What follows belongs to an exercise in optimizing a design on an open flow for small area and a short achievable clock period; a production flow would make more cautious choices.
RTL that was checked went through simulation tests only; none was proved equivalent to the original.
Power is estimated from default activity; no workload was simulated.

Design vector_sequencer, start of the top module:
module vector_sequencer (
  input  logic                                   clk_i,
  input  logic                                   rst_ni,
  input  seq_pkg::seq_req_t                      seq_req_i,
  input  logic                                   seq_req_valid_i,
  output logic                                   seq_req_ready_o,
  output seq_pkg::seq_resp_t                     seq_resp_o,
  output logic                                   seq_resp_valid_o,
  output seq_pkg::pe_req_t                       pe_req_o,
  output logic                                   pe_req_valid_o,
  input  logic                                   pe_req_ready_i,
  input  logic [seq_pkg::NrUnits-1:0][seq_pkg::NrVInsn-1:0] pe_done_i,
  input  logic                                   addrgen_ack_i,
  input  logic                                   addrgen_error_i,
  input  logic [15:0]                            addrgen_error_vl_i,
  input  logic [31:0]                            scalar_resp_i,
  input  logic                                   scalar_resp_valid_i,
  output logic                                   scalar_resp_ready_o,
  output logic                                   seq_idle_o,
  output seq_pkg::vmask_t                        running_o,
  output logic [seq_pkg::NrVInsn-1:0][seq_pkg::NrVInsn-1:0] global_hazard_table_o
);
Settings: LEC_CHECK=0, CAP_MARGIN=20, CORE_MARGIN=2, CORE_UTILIZATION=60, PLACE_DENSITY=0.7, SETUP_SLACK_MARGIN=4.5, SLEW_MARGIN=20, SYNTH_HIERARCHICAL=1; clock period 9.0 ns.
standard.sh (not shown) runs the stock make flow with config.mk's settings and CLKGATE_MAP_FILE= SYNTH_SCRIPT=/design/flow/synth_recipe.tcl, a recipe that flattens the netlist after the stock synthesis.
==> flow/flow/run.sh <==
#!/bin/bash
# Standard ORFS layout, with plain buffers on the ports instead of the
# delay buffers buffer_ports picks by default, and a clock tree without
# dummy loads.
set -euo pipefail
export BUFFER_PORTS_ARGS="-buffer_cell sky130_fd_sc_hd__buf_1"
export CTS_ARGS="-sink_clustering_enable -repair_clock_nets -dont_use_dummy_load -buf_list sky130_fd_sc_hd__clkbuf_8 -sink_clustering_size 20 -sink_clustering_max_diameter 50"
export SETUP_MOVE_SEQUENCE="unbuffer,sizeup,swap,clone,split"
bash standard.sh finish > flow_standard.log 2>&1
The baseline completed without violations.
Change:
--- a/flow/config.mk
+++ b/flow/config.mk
@@ -12 +12 @@
-export SETUP_SLACK_MARGIN = 4.5
+export SETUP_SLACK_MARGIN = 4.0
After rerunning: Power went up slightly. Final cell count went down slightly. Design area fell slightly. Synthesized area does not change.
Function was not checked in any run of this note: the RTL went through the layout flow alone.

* * *

vector_sequencer, a different RTL version from the one above (not shown whole).
For scale: ~310 flip-flops, ~330 I/O pins, roughly 17000 um^2 of cells after synthesis.
==> flow/config.mk <==
export PLATFORM = sky130hd
export DESIGN_NAME = vector_sequencer
export DESIGN_NICKNAME = vector_sequencer
export VERILOG_FILES = /design/flow/design.v
export SDC_FILE = /design/flow/constraint.sdc
export NUM_CORES = 4
export LEC_CHECK = 0
export CAP_MARGIN = 20
export CORE_MARGIN = 2
export CORE_UTILIZATION = 40
export SETUP_SLACK_MARGIN = 3.6
export SLEW_MARGIN = 20
==> flow/constraint.sdc <==
create_clock -name core_clock -period 9.0 [get_ports {clk_i}]
set_input_delay 1.8000 -clock core_clock [delete_from_list [all_inputs] [get_ports {clk_i}]]
set_output_delay 1.8000 -clock core_clock [all_outputs]
set_load 0.01 [all_outputs]
==> flow/flow/run.sh <==
#!/bin/bash
# Standard ORFS layout, with plain buffers on the ports instead of the
# delay buffers buffer_ports picks by default.
set -euo pipefail
export BUFFER_PORTS_ARGS="-buffer_cell sky130_fd_sc_hd__buf_2"
bash standard.sh finish > flow_standard.log 2>&1
The starting point completed without violations.
Next try:
SETUP_SLACK_MARGIN = 3.0   (was 3.6)
After rerunning: Synthesized area does not change. Power goes down by about 0.36%. Count of clock-buffer cells in the layout rises by 5. Final area came out lower by 2.2%. Sequential power barely changes. Global-route usage barely changes. Hold slack is about the same. Flip-flop and latch count stays the same. Cell count goes down by 0.46%. Synthesized cell count stays the same.
Next try:
--- a/flow/flow/run.sh
+++ b/flow/flow/run.sh
@@ -5 +5 @@
-export BUFFER_PORTS_ARGS="-buffer_cell sky130_fd_sc_hd__buf_2"
+export BUFFER_PORTS_ARGS="-buffer_cell sky130_fd_sc_hd__buf_1"
CTS_BUF_LIST = sky130_fd_sc_hd__clkbuf_4   (was default)
SETUP_SLACK_MARGIN = 3.6   (was 3.0)
Worst setup slack gains 290 ps.
Hold slack hardly moves.
Cell count climbs by a few percent.
Cell area hardly moves.
Synthesized area is unchanged.
Non-clock buffer count increases by 23.
Clock power drops by a little under a tenth.
Clock-buffer cell count rose by 74.
Next try:
==> flow/run.sh (new file) <==
#!/bin/bash
# synth_recipe.tcl (not shown) runs the flow's synth.tcl, then flattens the netlist and writes it again
# the make line also repeats each setting of config.mk as NAME=value (left out here)
make -C /OpenROAD-flow-scripts/flow DESIGN_CONFIG=/design/flow/config.mk WORK_HOME=/design/flow/orfs CLKGATE_MAP_FILE= SYNTH_SCRIPT=/design/flow/synth_recipe.tcl finish
CTS_BUF_LIST = default   (was sky130_fd_sc_hd__clkbuf_4)
SETUP_SLACK_MARGIN = default   (was 3.6)
removed: flow/flow/run.sh
removed: flow/standard.sh
What happened: Cell count drops by about 5%; total power climbs by about 1.8%; critical path depth does not change; design area went up by 6.4%; non-clock buffer count shrinks by 25.
Next try:
==> flow/flow/run.sh (new file) <==
#!/bin/bash
# Standard ORFS layout, with plain buffers on the ports instead of the
# delay buffers buffer_ports picks by default.
set -euo pipefail
export BUFFER_PORTS_ARGS="-buffer_cell sky130_fd_sc_hd__buf_2"
bash standard.sh finish > flow_standard.log 2>&1
==> flow/standard.sh (new file) <==
#!/bin/bash
# synth_recipe.tcl (not shown) runs the flow's synth.tcl, then flattens the netlist and writes it again
# the make line also repeats each setting of config.mk as NAME=value (left out here)
make -C /OpenROAD-flow-scripts/flow DESIGN_CONFIG=/design/flow/config.mk WORK_HOME=/design/flow/orfs CLKGATE_MAP_FILE= SYNTH_SCRIPT=/design/flow/synth_recipe.tcl "${@:-finish}"
CTS_BUF_LIST = sky130_fd_sc_hd__clkbuf_8   (was default)
SETUP_SLACK_MARGIN = 3.6   (was default)
removed: flow/run.sh
What happened: Critical path depth stays the same. Worst setup slack gets better by 1900 ps. Wire length rose by 1.7%. Clock-buffer cell count rose by 14. Global-route usage barely changes. Sequential share of layout area rose by 1.2 points. Final area fell by 2.8%. Final cell count rose by 3.0%.
Next try:
CTS_BUF_LIST = default   (was sky130_fd_sc_hd__clkbuf_8)
SETUP_SLACK_MARGIN = 4.2   (was 3.6)
Outcome: Synthesized cell count does not change; core utilization drops by 0.53 points; setup slack loses 25 ps; clock skew came out lower by 9.0 ps; via count fell by 2.3%; maximum frequency shrinks by 0.45%; die area does not change; final area is lower by 1.1%.

separate check: timing with driven ports:
The results above use ideal ports. As a check the final layouts listed here were re-extracted and re-timed, cells and wires unchanged.
Step 1, drivers: a clkbuf_16 drives clk_i and a buf_2 each remaining input, both assumed.
Step 2 also shifts input and output timing later by t, the mid clock arrival at the registers, as if the neighbouring blocks saw the same clock.
a / b / c = ideal ports / drivers / drivers and shift; a / b = the first two.
| run | t (ns) | setup WS [ns] | worst setup path at the end |
|---|---|---|---|
| the first run of note 1 | 0.587 | 4.006 / 3.955 / 3.955 | input to output |
| the second run of note 1 | 0.585 | 3.901 / 3.826 / 3.826 | input to output |
| the first run of note 2 | 0.599 | 3.518 / 3.395 / 3.395 | input to output |
| the second run of note 2 | 0.597 | 3.137 / 3.083 / 3.083 | input to output |
| the third run of note 2 | 0.810 | 3.431 / 3.287 / 3.287 | input to output |
| the fourth run of note 2 | 0.591 | 1.643 / 1.621 / 1.621 | input to output |
| the fifth run of note 2 | 0.688 | 3.543 / 3.380 / 3.380 | input to output |
| the sixth run of note 2 | 0.599 | 3.518 / 3.395 / 3.395 | input to output |
After both steps every run listed still meets setup and hold. For the fifth run of note 2, which loses most, drivers alone change the setup slack by -0.163 ns; drivers and shift together by -0.163 ns.
